This design comes from an exercise in tuning for small area on the open sky130 flow, not from production work. The RTL was checked by simulation tests, not by an equivalence proof against the original design. Power figures rest on the tool's default switching activity, not on a simulated workload.

## gecko_reg_scoreboard
module gecko_reg_scoreboard #(
  parameter logic [31:0] REG_RESET_VALUE = 32'h0000_0000,
  parameter bit          ERROR_STICKY    = 1'b1
) (
  input  logic                    clk,
  input  logic                    rst,
  input  logic                    issue_valid,
  output logic                    issue_ready,
  input  logic [4:0]              issue_reg_addr,
  input  logic                    wb_valid,
  input  logic [4:0]              wb_reg_addr,
  input  logic [31:0]             wb_value,
  input  logic [4:0]              rs1_addr,
  input  logic [4:0]              rs2_addr,
  output logic [31:0]             rs1_value,
  output logic [31:0]             rs2_value,
  output logic [32*gecko_reg_scoreboard_pkg::STATUS_W-1:0]  reg_status,
  output logic                    underflow_error
);
Size in the first run: about 190 I/O pins, roughly 43,000 sq um of cells after synthesis.
export LEC_CHECK = 0
export CAP_MARGIN = 5
export CORE_MARGIN = 2
export CORE_UTILIZATION = 55
export GPL_TIMING_DRIVEN = 0
export SLEW_MARGIN = 5
export SYNTH_HIERARCHICAL = 1
create_clock -name core_clock -period 5.5 [get_ports {clk}]
standard.sh (not shown) runs the stock make flow with config.mk's settings and CLKGATE_MAP_FILE= SYNTH_SCRIPT=/design/flow/synth_recipe.tcl, a recipe that flattens the netlist after the stock synthesis.
==> flow/flow/run.sh <==
#!/bin/bash

# The whole ORFS output goes to standard_flow.log; ORFS's own per-step logs
# stay under orfs/logs.
set -o pipefail
export BUFFER_PORTS_ARGS="-buffer_cell sky130_fd_sc_hd__buf_1"
export CTS_ARGS="-sink_clustering_enable -repair_clock_nets -dont_use_dummy_load -buf_list sky130_fd_sc_hd__clkbuf_8 -sink_clustering_size 16 -sink_clustering_max_diameter 80"
bash standard.sh > standard_flow.log 2>&1
Then changed:
==> flow/flow/run.sh (replaced) <==
#!/bin/bash
set -o pipefail
cp standard.sh standard_sh_copy.log
export BUFFER_PORTS_ARGS="-buffer_cell sky130_fd_sc_hd__buf_1"
export CTS_ARGS="-sink_clustering_enable -repair_clock_nets -dont_use_dummy_load"
export RECOVER_POWER=100
bash standard.sh > standard_flow.log 2>&1
--- a/flow/config.mk
+++ b/flow/config.mk
@@ -7,7 +7,7 @@
 export LEC_CHECK = 0
-export CAP_MARGIN = 5
+export CAP_MARGIN = 0
 export CORE_MARGIN = 2
-export CORE_UTILIZATION = 55
-export GPL_TIMING_DRIVEN = 0
-export SLEW_MARGIN = 5
+export CORE_UTILIZATION = 65
+export PLACE_DENSITY = 0.75
+export SLEW_MARGIN = 0
 export SYNTH_HIERARCHICAL = 1
Outcome:
- The changed run completed, yet does not pass: max-capacitance violations, max-slew violations
- routed wire length went down by 6.5%
- power went up by 14%
- global-route usage went up by 4.6 points
- utilization went up by 10 points
Then changed:
==> flow/flow/run.sh (replaced) <==
#!/bin/bash

# The whole ORFS output goes to standard_flow.log; ORFS's own per-step logs
# stay under orfs/logs.
set -o pipefail
export BUFFER_PORTS_ARGS="-buffer_cell sky130_fd_sc_hd__buf_1"
export CTS_ARGS="-sink_clustering_enable -repair_clock_nets -dont_use_dummy_load -buf_list sky130_fd_sc_hd__clkbuf_8 -sink_clustering_size 16 -sink_clustering_max_diameter 80"
bash standard.sh > standard_flow.log 2>&1
--- a/flow/config.mk
+++ b/flow/config.mk
@@ -9,4 +9,3 @@
 export CORE_MARGIN = 2
-export CORE_UTILIZATION = 65
-export PLACE_DENSITY = 0.75
+export CORE_UTILIZATION = 55
 export SLEW_MARGIN = 0
=> Now the flow produced a clean layout. Power shrinks by 13%. Routed wire length grows by 5.1%. Non-clock buffer count grows by 47. Sequential power shrinks by about 0.8%. Sequential share of layout area grows by 0.99 points. Setup slack gains 0.26 ns. Design area shrinks by 1.5%. Die area grows by 18%.
Then changed:
==> flow/run.sh (new file) <==
#!/bin/bash
# synth_recipe.tcl (not shown) runs the flow's synth.tcl, then flattens the netlist and writes it again
# the make line also repeats each setting of config.mk as NAME=value (left out here)
make -C /OpenROAD-flow-scripts/flow DESIGN_CONFIG=/design/flow/config.mk WORK_HOME=/design/flow/orfs CLKGATE_MAP_FILE= SYNTH_SCRIPT=/design/flow/synth_recipe.tcl finish
--- a/flow/config.mk
+++ b/flow/config.mk
@@ -7,6 +7,6 @@
 export LEC_CHECK = 0
-export CAP_MARGIN = 0
+export CAP_MARGIN = 20
 export CORE_MARGIN = 2
-export CORE_UTILIZATION = 55
-export SLEW_MARGIN = 0
+export CORE_UTILIZATION = 40
+export SLEW_MARGIN = 20
 export SYNTH_HIERARCHICAL = 1
removed: flow/flow/run.sh
removed: flow/standard.sh
=> Now the flow finished with negative setup slack left; area after synthesis does not change; worst hold slack is better by 0.022 ns; non-clock buffer count goes up by 84; design area came out higher by 12%; critical path depth stays the same; total power came out higher by 27%; wire length came out higher by 9.1%; sequential power barely changes; worst setup slack gets worse by 0.49 ns; utilization drops by 12 points.
Then changed:
==> flow/flow/run.sh (new file) <==
#!/bin/bash
set -o pipefail
cp standard.sh standard_sh_copy.log
export BUFFER_PORTS_ARGS="-buffer_cell sky130_fd_sc_hd__buf_1"
export CTS_ARGS="-sink_clustering_enable -repair_clock_nets -dont_use_dummy_load"
export RECOVER_POWER=100
bash standard.sh > standard_flow.log 2>&1
==> flow/standard.sh (new file) <==
#!/bin/bash
# synth_recipe.tcl (not shown) runs the flow's synth.tcl, then flattens the netlist and writes it again
# the make line also repeats each setting of config.mk as NAME=value (left out here)
make -C /OpenROAD-flow-scripts/flow DESIGN_CONFIG=/design/flow/config.mk WORK_HOME=/design/flow/orfs CLKGATE_MAP_FILE= SYNTH_SCRIPT=/design/flow/synth_recipe.tcl "${@:-finish}"
--- a/flow/config.mk
+++ b/flow/config.mk
@@ -7,6 +7,7 @@
 export LEC_CHECK = 0
-export CAP_MARGIN = 20
+export CAP_MARGIN = 0
 export CORE_MARGIN = 2
-export CORE_UTILIZATION = 40
-export SLEW_MARGIN = 20
+export CORE_UTILIZATION = 50
+export CTS_BUF_LIST = sky130_fd_sc_hd__clkbuf_4 sky130_fd_sc_hd__clkbuf_8
+export SLEW_MARGIN = 0
 export SYNTH_HIERARCHICAL = 1
removed: flow/run.sh
Effect: Now the flow produced a layout that fails on max-capacitance violations, max-slew violations. Maximum frequency goes up by a few percent. Total power decreases by a little under a tenth. Die area came out lower by about a fifth.

* * *

## 07-26
gecko_reg_scoreboard, a different RTL version from the one above (not shown whole).
Size in the first run: roughly 1,100 flip-flops, about 43,000 sq um of cells after synthesis.
==> flow/config.mk <==
export PLATFORM = sky130hd
export DESIGN_NAME = gecko_reg_scoreboard
export DESIGN_NICKNAME = gecko_reg_scoreboard
export VERILOG_FILES = /design/flow/design.v
export SDC_FILE = /design/flow/constraint.sdc
export NUM_CORES = 4
export LEC_CHECK = 0
export CAP_MARGIN = 10
export CORE_MARGIN = 2
export CORE_UTILIZATION = 55
export SLEW_MARGIN = 10
export SYNTH_HIERARCHICAL = 1
==> flow/constraint.sdc <==
create_clock -name core_clock -period 5.5 [get_ports {clk}]
set_input_delay 1.1000 -clock core_clock [delete_from_list [all_inputs] [get_ports {clk}]]
set_output_delay 1.1000 -clock core_clock [all_outputs]
set_load 0.01 [all_outputs]
==> flow/flow/run.sh <==
#!/bin/bash

# The whole ORFS output goes to standard_flow.log; ORFS's own per-step logs
# stay under orfs/logs.
set -o pipefail
export BUFFER_PORTS_ARGS="-buffer_cell sky130_fd_sc_hd__buf_1"
export CTS_ARGS="-sink_clustering_enable -repair_clock_nets -dont_use_dummy_load -buf_list sky130_fd_sc_hd__clkbuf_8 -sink_clustering_size 16 -sink_clustering_max_diameter 80"
bash standard.sh > standard_flow.log 2>&1
07-26: all stages complete, timing, DRC and antenna checks passed
> inputs changed (07-26 -> 06-23)
-- flow/config.mk --
<<< 07-26, line 6
export NUM_CORES = 4
export LEC_CHECK = 0
export CAP_MARGIN = 10
export CORE_MARGIN = 2
export CORE_UTILIZATION = 55
export SLEW_MARGIN = 10
export SYNTH_HIERARCHICAL = 1
>>> 06-23, line 6
export NUM_CORES = 4
export LEC_CHECK = 0
export CAP_MARGIN = 0
export CORE_MARGIN = 2
export CORE_UTILIZATION = 55
export SLEW_MARGIN = 0
export SYNTH_HIERARCHICAL = 1
### Flow results
Diff 07-26..06-23 | area after synthesis | unchanged
In terms of multi-input gate area in the final layout, 06-23 and 07-26 differ only marginally.
Summary — internal reg-to-reg setup slack, 06-23 relative to 07-26: lower, by 0.03 ns.
Changes observed in 06-23 relative to 07-26: final sequential cell count held steady, number of enable-type register cells in the synthesized netlist roughly the same, H-tree depth reported by CTS neither gained nor lost much, total vias in the final route shrank by 106.

-- separate check: timing with driven ports --
Ports are ideal in the flow. The routed layouts listed here were re-timed in OpenROAD.
Step 1 (the two cells are an assumption about what drives the block):
set clk [get_ports {clk}]
set_driving_cell -lib_cell sky130_fd_sc_hd__clkbuf_16 $clk
set_driving_cell -lib_cell sky130_fd_sc_hd__buf_2 [delete_from_list [all_inputs] $clk]
Step 2, shift: input delay + t, output delay - t, t = (earliest + latest rising clock arrival at the registers) / 2. This alone moves slack from input paths to output paths.
Three values: ideal, step 1, step 2; two values: the first two.
| run | t, ns | setup WS [ns] | hold slack, ns |
|---|---|---|---|
| the first run of note 1 | 0.774 | 0.106 / 0.080 / 0.080 | 0.557 / 0.557 / 0.557 |
| the second run of note 1 | 0.710 | 0.145 / 0.117 / -0.174 | 0.546 / 0.546 / 0.546 |
| the third run of note 1 | 0.766 | 0.410 / 0.374 / 0.374 | 0.530 / 0.530 / 0.530 |
| the fourth run of note 1 | 0.764 | -0.083 / -0.111 / -0.111 | 0.551 / 0.551 / 0.551 |
| the fifth run of note 1 | 0.732 | 0.200 / 0.176 / -0.330 | 0.552 / 0.552 / 0.552 |
| 07-26 | 0.748 | 0.389 / 0.359 / 0.359 | 0.545 / 0.545 / 0.545 |
| 06-23 | 0.746 | 0.397 / 0.368 / 0.368 | 0.545 / 0.545 / 0.545 |
The setup slack of the fifth run of note 1, which loses most, moves by -0.024 ns with the drivers and by -0.530 ns with both steps.
